What follows belongs to an exercise in optimizing a design on an open flow for small area, a short achievable clock period and few clock cycles per item; a production flow would make more cautious choices.
No functional check of the RTL was part of this run.
Power is estimated from default activity; no workload was simulated.

### flow/config.mk
export PLATFORM = sky130hd
export DESIGN_NAME = pwm_timing_param_calc
export DESIGN_NICKNAME = pwm_timing_param_calc
export VERILOG_FILES = /design/flow/design.v
export SDC_FILE = /design/flow/constraint.sdc
export NUM_CORES = 4
export LEC_CHECK = 0
export CAP_MARGIN = 20
export CORE_MARGIN = 2
export CORE_UTILIZATION = 60
export PLACE_DENSITY = 0.72
export SETUP_SLACK_MARGIN = 4.5
export SLEW_MARGIN = 20
### flow/constraint.sdc
create_clock -name core_clock -period 8.0 [get_ports {clock}]
set_input_delay 1.6000 -clock core_clock [delete_from_list [all_inputs] [get_ports {clock}]]
set_output_delay 1.6000 -clock core_clock [all_outputs]
set_load 0.01 [all_outputs]
### flow/design.v
module ptpc_ks_add #(
   parameter int W = 8
) (
   input  logic [W-1:0] a,
   input  logic [W-1:0] b,
   input  logic         cin,
   output logic [W-1:0] s,
   output logic         cout
);
   localparam int L = $clog2(W);
   logic [(L+1)*W-1:0] g, p;
   logic [W-1:0] hs;
   always_comb begin
      hs = a ^ b;
      g[W-1:0] = a & b;
      p[W-1:0] = hs;
      g[0] = (a[0] & b[0]) | (hs[0] & cin);
      for (int l = 0; l < L; l++) begin
         for (int i = 0; i < W; i++) begin
            if (i >= (1 << l)) begin
               g[(l+1)*W+i] = g[l*W+i] | (p[l*W+i] & g[l*W+i-(1<<l)]);
               p[(l+1)*W+i] = p[l*W+i] & p[l*W+i-(1<<l)];
            end else begin
               g[(l+1)*W+i] = g[l*W+i];
               p[(l+1)*W+i] = p[l*W+i];
            end
         end
      end
      s[0] = hs[0] ^ cin;
      for (int i = 1; i < W; i++) s[i] = hs[i] ^ g[L*W+i-1];
      cout = g[L*W+W-1];
   end
endmodule
module pwm_timing_param_calc #(
   parameter int PERIOD_BITS  = 16,
   parameter int MAX_DIV_CODE = 7
) (
   input  logic        clock,
   input  logic        reset,
   input  logic        req_start,
   output logic        busy,
   input  logic [6:0]  req_percent,
   output logic        rsp_valid,
   output logic [2:0]  rsp_div_code,
   output logic [7:0]  rsp_prescale_code,
   output logic [15:0] rsp_period_code,
   output logic [15:0] rsp_duty_code,
   output logic        rsp_duty_zero,
   output logic [1:0]  rsp_status,
   input  logic        csr_valid,
   output logic        csr_ready,
   input  logic [0:0]  csr_index,
   input  logic [31:0] csr_wdata
);
   localparam logic [30:0] G1 = 31'd1000000000;
   localparam logic [34:0] FIT_LIMIT = 35'd16776960;    
   localparam logic [7:0]  PCT100 = 8'd100;
   localparam logic [3:0] CF_DONE  = 4'd0;
   localparam logic [3:0] CF_CLK   = 4'd1;    
   localparam logic [3:0] CF_CLKR  = 4'd2;    
   localparam logic [3:0] CF_CLKS  = 4'd3;    
   localparam logic [3:0] CF_CQ    = 4'd4;    
   localparam logic [3:0] CF_CQF   = 4'd5;    
   localparam logic [3:0] CF_CYC   = 4'd6;    
   localparam logic [3:0] CF_CYF   = 4'd7;    
   localparam logic [3:0] CF_FIT   = 4'd8;    
   localparam logic [3:0] CF_PRE   = 4'd9;    
   localparam logic [3:0] CF_DP3   = 4'd10;   
   localparam logic [3:0] CF_WAIT  = 4'd11;   
   localparam logic [3:0] CF_PDEC  = 4'd12;   
   localparam logic [3:0] CF_CYS   = 4'd13;   
   localparam logic [3:0] CF_CQS   = 4'd14;   
   localparam logic [3:0] CF_CLKT  = 4'd15;   
   localparam logic [1:0] A_EMPTY = 2'd0;
   localparam logic [1:0] A_WAIT  = 2'd1;    
   localparam logic [1:0] A_RUN   = 2'd2;
   localparam logic [1:0] A_DONE  = 2'd3;
   logic [31:0] per_r;
   logic [2:0]  kq;          
   logic [30:0] kr;          
   logic        k_raw;
   logic [27:0] cqq;
   logic [30:0] cqr;
   logic [6:0]  rr;
   logic [6:0]  rr100;       
   logic [7:0]  rr200;       
   logic [2:0]  divc;
   logic [2:0]  divc_o;      
   logic [7:0]  prem1;
   logic [16:0] dp;          
   logic [18:0] dp3;         
   logic [15:0] period;
   logic        psat;
   logic        st2;
   logic        nofit;
   logic        szero;
   logic        cfg_a_ok;    
   logic        cfg_ok;      
   logic [3:0]  cf_st;
   logic [1:0]  a_st;
   logic [6:0]  a_pct;
   logic        a_bad;
   logic [4:0]  cnt;
   logic        a_p;         
   logic        a_pn;        
   logic [6:0]  a_t;         
   logic [1:0]  a_u;         
   logic [5:0]  a_e34;       
   logic [5:0]  a_xt;        
   logic [2:0]  a_d;         
   logic [32:0] xs, xc;
   logic [34:0] ys, yc;
   logic        c_busy;
   logic        c_prd;       
   logic        c_bad;
   logic        c_first;
   logic        c_sat;
   logic [2:0]  c_cnt;
   logic [18:0] c_r;
   logic [15:0] c_yq;
   logic        s_v;
   logic        s_bad;
   logic [2:0]  s_d;         
   logic        s_inc;       
   logic [34:0] s_y;
   logic        o_valid;
   logic        o_bad;
   logic [15:0] o_duty;
   logic        o_zero;
   logic        busy_r;
   logic        ready_r;
   logic        m_clk, m_cq, m_cyc, a_step;
   logic        p_next;
   logic [8:0]  ta;
   logic [7:0]  tb;
   logic [6:0]  ta_n, tb_n, t_n;
   logic [1:0]  ua, ub, u_n;
   logic [5:0]  e34_n;
   logic [32:0] r1, r2, r3, r4;
   logic [32:0] s1, c1, s2, c2, ndg, xs_n, xc_n;
   logic [5:0]  est;
   logic [2:0]  d;
   logic [34:0] q1, q2, q3, qs, qc, ys_n, yc_n;
   logic [4:0]  ysm;
   logic [30:0] xr_sel;
   logic [32:0] x_bin;
   logic        x_ge;
   logic [34:0] y_res0, y_fin;
   assign m_clk  = (cf_st == CF_CLKR);
   assign m_cq   = (cf_st == CF_CQ);
   assign m_cyc  = (cf_st == CF_CYC);
   assign a_step = m_clk || m_cq || m_cyc || (a_st == A_RUN);
   assign p_next = m_cyc ? PCT100[cnt[2:0] - 3'd1] : (!m_cq && a_pct[5]);
   logic [7:0] tt;
   assign tt = {a_t, 1'b0};
   assign ta = {1'b0, tt} + {2'b0, rr};              
   assign tb = {a_t, m_cq & a_pn};                   
   always_comb begin
      if (tt >= rr200)             begin ua = 2'd2; ta_n = 7'(tt - rr200);        end
      else if (tt >= {1'b0, rr100}) begin ua = 2'd1; ta_n = 7'(tt - {1'b0, rr100}); end
      else                         begin ua = 2'd0; ta_n = ta[6:0];              end
      if (tb >= 8'd100)      begin ub = 2'd1; tb_n = 7'(tb - 8'd100); end
      else                   begin ub = 2'd0; tb_n = tb[6:0];         end
      if (p_next) begin u_n = ua; t_n = ta_n; end
      else        begin u_n = ub; t_n = tb_n; end
   end
   logic [5:0] e_c1, e_c2;
   assign e_c1 = {2'b0, cqr[30:27]} + {2'b0, kr[30:27]};
   assign e_c2 = {2'b0, cqr[30:27]} + {1'b0, kr[30:26]};
   always_comb begin
      case ({p_next, u_n})
         3'b001:  e34_n = {2'b0, kr[30:27]};
         3'b010:  e34_n = {1'b0, kr[30:26]};
         3'b100:  e34_n = {2'b0, cqr[30:27]};
         3'b101:  e34_n = e_c1;
         3'b110:  e34_n = e_c2;
         default: e34_n = 6'd0;
      endcase
   end
   assign r1 = {xs[31:0], 1'b0};
   assign r2 = {xc[31:0], 1'b0};
   assign r3 = a_p ? {2'b0, cqr} : 33'd0;
   always_comb begin
      case (a_u)
         2'd1:    r4 = {1'b0, m_clk & kq[0], kr};    
         2'd2:    r4 = {1'b0, kr, 1'b0};
         default: r4 = 33'd0;
      endcase
   end
   logic [5:0] xt_n;
   logic [5:0] eg0, ep0;
   logic       ci3, ci4, ci5;
   assign xt_n = xs_n[31:26] + xc_n[31:26];
   assign eg0  = a_xt & a_e34;
   assign ep0  = a_xt ^ a_e34;
   assign ci3  = eg0[2] | (ep0[2] & eg0[1]) | (ep0[2] & ep0[1] & eg0[0]);
   assign ci4  = eg0[3] | (ep0[3] & ci3);
   assign ci5  = eg0[4] | (ep0[4] & eg0[3]) | (ep0[4] & ep0[3] & ci3);
   assign est  = {ep0[5] ^ ci5, ep0[4] ^ ci4, ep0[3] ^ ci3, 3'b0};
   assign d   = (est[5:3] == 3'd7) ? 3'd0 : est[5:3];
   always_comb begin
      case (est[5:3])
         3'd1:    ndg = 33'h1c4653600;
         3'd2:    ndg = 33'h188ca6c00;
         3'd3:    ndg = 33'h14d2fa200;
         3'd4:    ndg = 33'h11194d800;
         3'd5:    ndg = 33'h0d5fa0e00;
         3'd6:    ndg = 33'h09a5f4400;
         default: ndg = 33'h000000000;
      endcase
   end
   assign s1   = r1 ^ r2 ^ r3;
   assign c1   = {((r1 & r2) | (r1 & r3) | (r2 & r3)), 1'b0};
   assign s2   = s1 ^ c1 ^ r4;
   assign c2   = {((s1 & c1) | (s1 & r4) | (c1 & r4)), 1'b0};
   assign xs_n = s2 ^ c2 ^ ndg;
   assign xc_n = {((s2 & c2) | (s2 & ndg) | (c2 & ndg)), 1'b0};
   assign ysm  = 5'(a_u) * 5'(kq) + {1'b0, a_d, 1'b0};
   assign q1   = {ys[33:0], 1'b0};
   assign q2   = {yc[33:0], 1'b0};
   assign q3   = a_p ? {7'b0, cqq} : 35'd0;
   assign qs   = q1 ^ q2 ^ q3;
   assign qc   = {((q1 & q2) | (q1 & q3) | (q2 & q3)), 1'b0};
   assign ys_n = qs ^ qc ^ {30'd0, ysm};
   assign yc_n = {((qs & qc) | (qs & {30'd0, ysm}) | (qc & {30'd0, ysm})), 1'b0};
   logic [30:0] y_sub;
   logic        y_ge;
   logic x_co, y_co;
   ptpc_ks_add #(.W(33)) u_xbin (.a(xs), .b(xc), .cin(1'b0), .s(x_bin), .cout(x_co));
   assign x_ge   = (x_bin[30:0] >= G1);
   ptpc_ks_add #(.W(35)) u_yres (.a(ys), .b(yc), .cin(1'b0), .s(y_res0), .cout(y_co));
   assign y_fin  = s_y + {31'd0, {1'b0, s_d} + {3'b0, s_inc}};
   assign y_ge   = (ys[30:0] >= G1);
   assign y_sub  = ys[30:0] - G1;
   assign xr_sel = y_ge ? y_sub : ys[30:0];
   logic [4:0] cq_cnt;
   logic [5:0] cq_top;
   logic       cq_pn;
   always_comb begin
      if (per_r[31:8] == '0)       begin cq_cnt = 5'd2;  cq_top = per_r[7:2];   cq_pn = per_r[1];  end
      else if (per_r[31:12] == '0) begin cq_cnt = 5'd6;  cq_top = per_r[11:6];  cq_pn = per_r[5];  end
      else if (per_r[31:16] == '0) begin cq_cnt = 5'd10; cq_top = per_r[15:10]; cq_pn = per_r[9];  end
      else if (per_r[31:20] == '0) begin cq_cnt = 5'd14; cq_top = per_r[19:14]; cq_pn = per_r[13]; end
      else if (per_r[31:24] == '0) begin cq_cnt = 5'd18; cq_top = per_r[23:18]; cq_pn = per_r[17]; end
      else if (per_r[31:28] == '0) begin cq_cnt = 5'd22; cq_top = per_r[27:22]; cq_pn = per_r[21]; end
      else                         begin cq_cnt = 5'd26; cq_top = per_r[31:26]; cq_pn = per_r[25]; end
   end
   logic [34:0] scaled;
   logic [16:0] hl;
   logic [7:0]  pm1;
   assign scaled = {c_r[18:0], c_yq};
   logic [8:0]  h1, h2, pre_v;
   assign hl     = {9'b0, scaled[23:16]} + {1'b0, scaled[15:0]};
   assign h1     = {1'b0, scaled[23:16]} + 9'd1;
   assign h2     = {1'b0, scaled[23:16]} + 9'd2;
   assign pm1    = hl[16] ? h1[7:0] : scaled[23:16];
   assign pre_v  = hl[16] ? h2 : h1;
   logic [18:0] q4;
   logic [19:0] df1, df2, df3;
   logic [1:0]  qd;
   logic [18:0] q4_n;
   logic [15:0] yq_n;
   logic        sat_n;
   logic        c_last;
   assign q4  = {c_r[16:0], c_yq[15:14]};
   logic nb1, nb2, nb3;
   ptpc_ks_add #(.W(19)) u_df1 (.a(q4), .b(~{2'b0, dp}), .cin(1'b1), .s(df1[18:0]), .cout(nb1));
   ptpc_ks_add #(.W(19)) u_df2 (.a(q4), .b(~{1'b0, dp, 1'b0}), .cin(1'b1), .s(df2[18:0]), .cout(nb2));
   ptpc_ks_add #(.W(19)) u_df3 (.a(q4), .b(~dp3), .cin(1'b1), .s(df3[18:0]), .cout(nb3));
   assign df1[19] = !nb1;
   assign df2[19] = !nb2;
   assign df3[19] = !nb3;
   logic [18:0] q4_lo, q4_hi;
   assign q4_lo = df1[19] ? q4 : df1[18:0];
   assign q4_hi = df3[19] ? df2[18:0] : df3[18:0];
   assign q4_n  = df2[19] ? q4_lo : q4_hi;
   assign qd    = {!df2[19], df2[19] ? !df1[19] : !df3[19]};
   assign yq_n   = {c_yq[13:0], qd};
   assign sat_n  = c_sat || (c_first && (c_r >= {2'b0, dp}));
   assign c_last = c_busy && (c_cnt == 3'd0);
   logic       a_to_s, s_to_c, acc_item, acc_write, prd_go;
   logic       s_v_n;
   logic [1:0] a_st_n;
   logic       c_busy_n;
   logic [2:0] c_cnt_n;
   logic       cfg_ok_n;
   assign busy      = busy_r;
   assign csr_ready = ready_r;
   assign acc_item  = !reset && req_start && !busy_r;
   assign acc_write = !reset && csr_valid && ready_r;
   assign s_to_c    = s_v && (!c_busy || c_last) && cfg_ok;
   assign a_to_s    = (a_st == A_DONE) && (!s_v || s_to_c);
   assign prd_go    = (cf_st == CF_DP3);
   always_comb begin
      a_st_n = a_st;
      case (a_st)
         A_WAIT:  if (cfg_a_ok) a_st_n = A_RUN;
         A_RUN:   if (cnt == 5'd0) a_st_n = A_DONE;
         A_DONE:  if (a_to_s) a_st_n = A_EMPTY;
         default: ;
      endcase
      if (acc_item) a_st_n = cfg_a_ok ? A_RUN : A_WAIT;
      if (reset) a_st_n = A_EMPTY;
      c_busy_n = c_busy;
      c_cnt_n  = c_cnt - 3'd1;
      if (c_last) c_busy_n = 1'b0;
      if (s_to_c || prd_go) begin
         c_busy_n = 1'b1;
         c_cnt_n  = 3'd7;
      end
      if (acc_write && ((c_busy && c_prd) || prd_go)) c_busy_n = 1'b0;
      if (reset) c_busy_n = 1'b0;
      s_v_n = s_v;
      if (s_to_c) s_v_n = 1'b0;
      if (a_to_s) s_v_n = 1'b1;
      if (reset) s_v_n = 1'b0;
      cfg_ok_n = cfg_ok;
      if (cf_st == CF_PDEC) cfg_ok_n = 1'b1;
      if (cf_st == CF_CYF || reset) cfg_ok_n = 1'b0;
   end
   always_ff @(posedge clock) begin
      a_st    <= a_st_n;
      c_busy  <= c_busy_n;
      c_cnt   <= c_cnt_n;
      cfg_ok  <= cfg_ok_n;
      s_v     <= s_v_n;
      busy_r  <= !((a_st_n == A_EMPTY) ||
                   ((a_st_n == A_DONE) &&
                    (!s_v_n || ((!c_busy_n || c_cnt_n == 3'd0) && cfg_ok_n))));
      ready_r <= (a_st_n == A_EMPTY) && (cfg_ok_n || !s_v_n);
      if (reset) begin
         per_r    <= 32'd50000;
         kq       <= 3'd0;
         kr       <= 31'd200000000;
         k_raw    <= 1'b0;
         cfg_a_ok <= 1'b0;
         cf_st    <= CF_CLK;
         o_valid  <= 1'b0;
      end else begin
         o_valid <= 1'b0;
         if (a_step) begin
            a_t   <= t_n;
            a_u   <= u_n;
            a_p   <= p_next;
            a_e34 <= e34_n;
            a_pn  <= per_r[cnt - 5'd2];
            a_d   <= d;
            xs    <= xs_n;
            a_xt  <= xt_n;
            xc    <= xc_n;
            ys    <= ys_n;
            yc    <= yc_n;
            cnt   <= cnt - 5'd1;
         end
         case (cf_st)
            CF_CLK, CF_CLKS: begin
               if (cf_st == CF_CLK && k_raw) begin
                  xs    <= '0;
                  a_xt  <= 6'd0;
                  xc    <= '0;
                  a_p   <= 1'b0;
                  a_u   <= 2'd1;
                  a_e34 <= {1'b0, kq[0], kr[30:27]};
                  a_d   <= '0;
                  cf_st <= CF_CLKR;
               end else begin
                  if (cf_st == CF_CLKS) begin
                     kq    <= a_d + {2'b0, y_ge};
                     kr    <= xr_sel;
                     k_raw <= 1'b0;
                  end
                  a_u   <= 2'd0;
                  a_t   <= {1'b0, cq_top};
                  a_e34 <= 6'd0;
                  a_pn  <= cq_pn;
                  a_p   <= 1'b0;
                  a_d   <= '0;
                  xs    <= '0;
                  a_xt  <= 6'd0;
                  xc    <= '0;
                  ys    <= '0;
                  yc    <= '0;
                  cnt   <= cq_cnt;
                  cf_st <= CF_CQ;
               end
            end
            CF_CLKR: begin
               cf_st <= CF_CLKT;
            end
            CF_CLKT: begin
               ys    <= {2'b0, x_bin};
               cf_st <= CF_CLKS;
            end
            CF_CQ: begin
               if (cnt == 5'd0) begin
                  rr    <= a_t;
                  rr100 <= 7'd100 - a_t;
                  rr200 <= 8'd200 - {1'b0, a_t};
                  cf_st <= CF_CQF;
               end
            end
            CF_CQF: begin
               if (!s_v && !(c_busy && !c_prd)) begin
                  s_y   <= y_res0;
                  s_d   <= a_d;
                  s_inc <= x_ge;
                  ys    <= {2'b0, x_bin};
                  cf_st <= CF_CQS;
               end
            end
            CF_CQS: begin
               cqr   <= xr_sel;
               cqq   <= y_fin[27:0];
               a_t   <= rr;
               a_u   <= 2'd0;
               a_p   <= 1'b1;
               a_e34 <= {2'b0, xr_sel[30:27]};
               a_d   <= '0;
               xs    <= '0;
               a_xt  <= 6'd0;
               xc    <= '0;
               ys    <= '0;
               yc    <= '0;
               cnt   <= 5'd6;
               cf_st <= CF_CYC;
            end
            CF_CYC: begin
               if (cnt == 5'd0) cf_st <= CF_CYF;
            end
            CF_CYF: begin
               s_y      <= y_res0;
               s_d      <= a_d;
               s_inc    <= x_ge;
               cfg_a_ok <= 1'b1;
               cf_st    <= CF_CYS;
            end
            CF_CYS: begin
               {c_r, c_yq} <= y_fin;
               divc     <= 3'd0;
               cf_st    <= CF_FIT;
            end
            CF_FIT: begin
               {c_r, c_yq} <= scaled >> 1;
               if ((scaled >> 1) <= FIT_LIMIT || divc == 3'd7) begin
                  nofit <= ((scaled >> 1) > FIT_LIMIT);
                  szero <= ((scaled >> 1) == 35'd0);
                  cf_st <= CF_PRE;
               end else begin
                  divc <= divc + 3'd1;
               end
            end
            CF_PRE: begin
               divc_o <= divc;
               if (nofit) begin
                  prem1 <= 8'd255;
                  dp    <= 17'd256;
               end else if (szero) begin
                  prem1 <= 8'd0;
                  dp    <= 17'd1;
               end else begin
                  prem1 <= pm1;
                  dp    <= 17'(pre_v);
               end
               st2    <= nofit || szero;
               cf_st  <= CF_DP3;
            end
            CF_DP3: begin
               dp3   <= {2'b0, dp} + {1'b0, dp, 1'b0};
               cf_st <= CF_WAIT;
            end
            CF_WAIT: begin
               if (c_last) begin
                  period <= yq_n;
                  psat   <= sat_n;
                  cf_st  <= CF_PDEC;
               end
            end
            CF_PDEC: begin
               if (psat)                  period <= 16'hffff;
               else if (period != 16'd0)  period <= period - 16'd1;
               dp     <= dp << ({1'b0, divc} + 4'd1);
               dp3    <= dp3 << ({1'b0, divc} + 4'd1);
               cf_st  <= CF_DONE;
            end
            default: ;
         endcase
         if (a_st == A_WAIT && cfg_a_ok) begin
            a_p   <= a_pct[6];
            a_t   <= a_pct[6] ? rr : 7'd0;
            a_u   <= 2'd0;
            a_e34 <= a_pct[6] ? {2'b0, cqr[30:27]} : 6'd0;
            a_d   <= '0;
            xs    <= '0;
            a_xt  <= 6'd0;
            xc    <= '0;
            ys    <= '0;
            yc    <= '0;
            cnt   <= 5'd6;
         end
         if (a_st == A_RUN) a_pct <= {a_pct[5:0], 1'b0};
         if (acc_item) begin
            a_pct <= req_percent;
            a_bad <= (req_percent > 7'd100);
            if (cfg_a_ok) begin
               a_p   <= req_percent[6];
               a_t   <= req_percent[6] ? rr : 7'd0;
               a_u   <= 2'd0;
               a_e34 <= req_percent[6] ? {2'b0, cqr[30:27]} : 6'd0;
               a_d   <= '0;
               xs    <= '0;
               a_xt  <= 6'd0;
               xc    <= '0;
               ys    <= '0;
               yc    <= '0;
               cnt   <= 5'd6;
            end
         end
         if (c_busy) begin
            c_r     <= q4_n;
            c_yq    <= yq_n;
            c_sat   <= sat_n;
            c_first <= 1'b0;
            if (c_last && !c_prd) begin
               o_valid <= 1'b1;
               o_bad   <= c_bad;
               o_duty  <= c_bad ? 16'd0 : (sat_n ? 16'hffff : yq_n);
               o_zero  <= !c_bad && !sat_n && (yq_n == 16'd0);
            end
         end
         if (a_to_s) begin
            s_bad <= a_bad;
            s_d   <= a_d;
            s_inc <= x_ge;
            s_y   <= y_res0;
         end
         if (s_to_c) begin
            c_prd   <= 1'b0;
            c_bad   <= s_bad;
            c_first <= 1'b1;
            c_sat   <= 1'b0;
            c_r     <= y_fin[34:16];
            c_yq    <= y_fin[15:0];
         end
         if (prd_go) begin
            c_prd   <= 1'b1;
            c_first <= 1'b1;
            c_sat   <= 1'b0;
         end
         if (acc_write) begin
            if (csr_index == 1'b0) begin
               kq    <= {2'b0, csr_wdata[31]};
               kr    <= csr_wdata[30:0];
               k_raw <= 1'b1;
            end else begin
               per_r <= csr_wdata;
            end
            cfg_a_ok <= 1'b0;
            cf_st    <= CF_CLK;
         end
      end
   end
   assign rsp_valid         = o_valid;
   assign rsp_div_code      = o_bad ? 3'd0 : divc_o;
   assign rsp_prescale_code = o_bad ? 8'd0 : prem1;
   assign rsp_period_code   = o_bad ? 16'd0 : period;
   assign rsp_duty_code     = o_duty;
   assign rsp_duty_zero     = o_zero;
   assign rsp_status        = o_bad ? 2'd1 : (st2 ? 2'd2 : 2'd0);
endmodule
### flow/run.sh
#!/bin/bash
# synth_recipe.tcl (not shown) runs the flow's synth.tcl, then flattens the netlist and writes it again
# the make line also repeats each setting of config.mk as NAME=value (left out here)
make -C /OpenROAD-flow-scripts/flow DESIGN_CONFIG=/design/flow/config.mk WORK_HOME=/design/flow/orfs CLKGATE_MAP_FILE= SYNTH_SCRIPT=/design/flow/synth_recipe.tcl finish
==> results.txt <==
## sequential cells by signal, summed over array words and instances, names as in the netlist, 8 cells and up
register	count
period	16
dp3	19
c_yq	16
prem1	8
xc	33
kr	31
ys	35
dp	17
per_r	32
xs	33
s_y	35
cqq	28
yc	35
c_r	19
cqr	31
o_duty	16
## cell families after synthesis
group	after synthesis	synth area share, %
xor gates and xnor gates	248	5.68
and+or+nand+nor	1277	15.3
buffers and inverters	455	4.48
adders and majority gates	404	15.9
muxes	93	3.03
AOI/OAI and AO/OA	1113	18.4
DFF	503	37.3
## per-layer routing
metal  GRT usage (%)  vias up  part of all wire, %
li1                -    15000                    -
met1            46.3    15500                   41
met2            53.4     1613                   46
met3            5.25      248                  9.0
met4            15.3        0                  4.9
met5               0        -                    0
## per-stage QoR
stage	utilization, %	instances	worst slack, ns
finish	69.5	5135	3.90
global route	69.5	5135	3.74
CTS	67.9	5058	3.94
detailed placement	63.5	4885	3.24
global placement	63.5	4885	3.22
floorplan	-	4093	4.10
## what timing repair did
item | CTS | global route
buffers inserted | 65 | 74
gates cloned | 2 | 2
pin swaps | 34 | 39
resized for setup | 111 | 76
setup endpoints to repair | 202 | 93
## final timing paths
| kind | end | slack [ns] | depth (start not counted) |
|---|---|---|---|
| setup / recovery | a_xt[4] | 3.90 | 19 |
| hold reg to reg | c_cnt[0] | 0.39 | 1 |
| setup reg to reg | a_xt[4] | 3.90 | 19 |
| hold / removal | c_cnt[0] | 0.39 | 1 |
## where the power goes
part           switching, mW  total, mW  internal [mW]
combinational           2.76       4.78           2.02
sequential             0.380       3.64           3.26
clock                   1.16       2.77           1.60
## cells in the mapped netlist, drive strengths merged, types with 9 or more instances
| cell type | instances |
|---|---|
| xor2 | 77 |
| edfxtp | 420 |
| nand2b | 33 |
| o21bai | 22 |
| xnor2 | 171 |
| o22ai | 34 |
| inv | 260 |
| clkbuf | 167 |
| o31ai | 12 |
| nand2 | 488 |
| and2 | 80 |
| nand3 | 60 |
| a22oi | 90 |
| nor2 | 339 |
| nor4 | 30 |
| a31oi | 20 |
| mux2i | 65 |
| and3 | 33 |
| mux4 | 17 |
| a211o | 9 |
| o21a | 21 |
| fa | 135 |
| mux2 | 11 |
| ha | 269 |
| a221oi | 11 |
| a21o | 80 |
| nor3 | 62 |
| a21oi | 379 |
| dfxtp | 83 |
| nand4 | 28 |
| o221ai | 11 |
| o211ai | 11 |
| buf | 26 |
| o21ai | 224 |
| a311oi | 11 |
| a211oi | 92 |
| o22a | 13 |
| nor2b | 57 |
| or2 | 24 |
## critical path, delay by kind of cell, from the launching register on
family	cells	cell delay, ns
flops	1	0.44
fa+ha+maj	6	1.82
simple gates	3	0.37
buf+inv	4	0.27
xor+xnor	1	0.16
compound gates	5	0.90
## area by class of cell
class / count / area (sq um)
clock buffers: 70 / 1620
clock inverters: 36 / 339
fillers: 4994 / 19200
inverters: 262 / 1010
multi-input cells: 3137 / 23100
flip-flops and latches: 503 / 14300
well taps: 846 / 1060
repair buffers: 281 / 2420
==> flow_summary.json <==
{
  "start_util_pct": 60.6,
  "drtPass1Iterations": 9,
  "ys_ff_latch": 503,
  "grt_pass1_vias": 30600,
  "fp.dieW_um": 256,
  "row_count": 92,
  "netlist_instances": 4093,
  "grt_max_degree": 166,
  "gp_congestion": 0.962,
  "via_per_inst": 6.30,
  "synth_area_leaders": "edfxtp_1, ha_1, fa_1, a21oi_1, nand2_1",
  "syn_to_final_growth_pct": 14.6,
  "setup_viol": 0,
  "port_buffers": 92,
  "max_slew.worst_pin.slew_ns": 1.11,
  "cp-end-kind": "flip-flop",
  "crit_fanout": 4,
  "maxSlewViolCount": 0,
  "fin_total_pwr_mw": 11.2,
  "wl_um": 115000,
  "ant_nets": 0,
  "ys_seq_area_share_pct": 37.3,
  "synth_top_area_share_pct": 33.0,
  "startpoint_type": "flip-flop",
  "post-route-period-util_pct": 51.2,
  "post_route_cells_drive_above_1_share_pct": 11.4,
  "cts-root-buf": "clkbuf_16",
  "cts_buffers": 57,
  "cts_tree": "done",
  "synth_edf_count": 420,
  "reg2reg_from": "a_e34[1]",
  "fin_skew_ns": 0.0288,
  "fmaxAchievable_ghz": 0.244,
  "track_usage_pct": 33.8,
  "die_y_um": 256,
  "hold_viol_final": 0,
  "cap_violations": 0,
  "crit_type": "reg2reg",
  "hp-class": "reg2reg",
  "vias": 32300,
  "clk_latency_ns": 0.65,
  "final_common_cell": "nand2_1",
  "core_sq_um": 63100,
  "wl_per_cell_um": 22.3,
  "cts_htree_levels": 2,
  "crit_slowest_cell": "fa_2",
  "final_cell_mix": "nand2_1, edfxtp_1, a21oi_1",
  "synth.distinct_cells": 89,
  "clk_pin_slew_ns": 0.06,
  "p_per_area_nw_per_um2": 255,
  "antenna_found_initial": 0,
  "drtIter0Drc": 3543,
  "io_pins": 93,
  "yosys_most_used_dff": "edfxtp_1",
  "postPlaceCellArea_sq_um": 40000,
  "fin_nets": 4690,
  "arrival_ns": 4.59,
  "die_area_sq_um": 65800,
  "postSynthNetCount": 4541,
  "finalInstanceArea_sq_um": 43800,
  "relSlewSlack_pct": 25.8,
  "crit_start": "a_e34[1]",
  "yosysTopAreaCell": "edfxtp_1",
  "path_cells": "ha_1, a31o_4, a21oi_4, fa_2, inv_2, ha_4, nor2b_4, nor2_4, inv_4, fa_1, ha_2, inv_2, fa_2, inv_1, a21o_1, a21oi_2, xnor2_1, nand2_1, a21oi_2",
  "cts-hold-fix-buffers": 0,
  "synthArstFlopShare_pct": 0,
  "required_ns": 8.49,
  "fin_tns_setup_ns": 0,
  "peakVddDrop_v": 0.000205,
  "dp_hpwl_um": 80500,
  "drcViolationCount": 0,
  "grt_pass1_wl_um": 175000,
  "min_from": "c_cnt[0]",
  "clk_path_buf_depth": 3,
  "fin_hold_ws_ns": 0.394,
  "diodes": 0,
  "netlist_area_sq_um": 38300,
  "p_leak_nw": 17.6,
  "ys_warn_count": 4,
  "cp_slowest_stage_delay_ns": 0.52,
  "synth_area_per_cell_sq_um": 9.35,
  "grt_setup_unrepaired": "yes",
  "fin_crit_ns": 4.10,
  "gr-total-overflow": 0,
  "cts.sinks": 503,
  "run_status": "complete, no violations"
}

separate check: timing with driven ports:
How much do the figures lean on ideal ports? The routed layout below was timed once more, with nothing changed but the port constraints.
Step 1, drivers: a clkbuf_16 drives clock and a buf_2 each remaining input, both assumed.
Step 2 also shifts input and output timing later by t, the mid clock arrival at the registers, as if the neighbouring blocks saw the same clock.
a / b / c = no drivers / after step 1 / after step 2; a / b = the first two.
shift t [ns]: 0.697
setup slack, ns: 3.901 / 3.901 / 3.901
slew at the worst register clock pin (ns): 0.07 / 0.07
After both steps setup and hold are still met in this run. For this run, drivers alone change the setup slack by 0.000 ns; drivers and shift together by 0.000 ns.
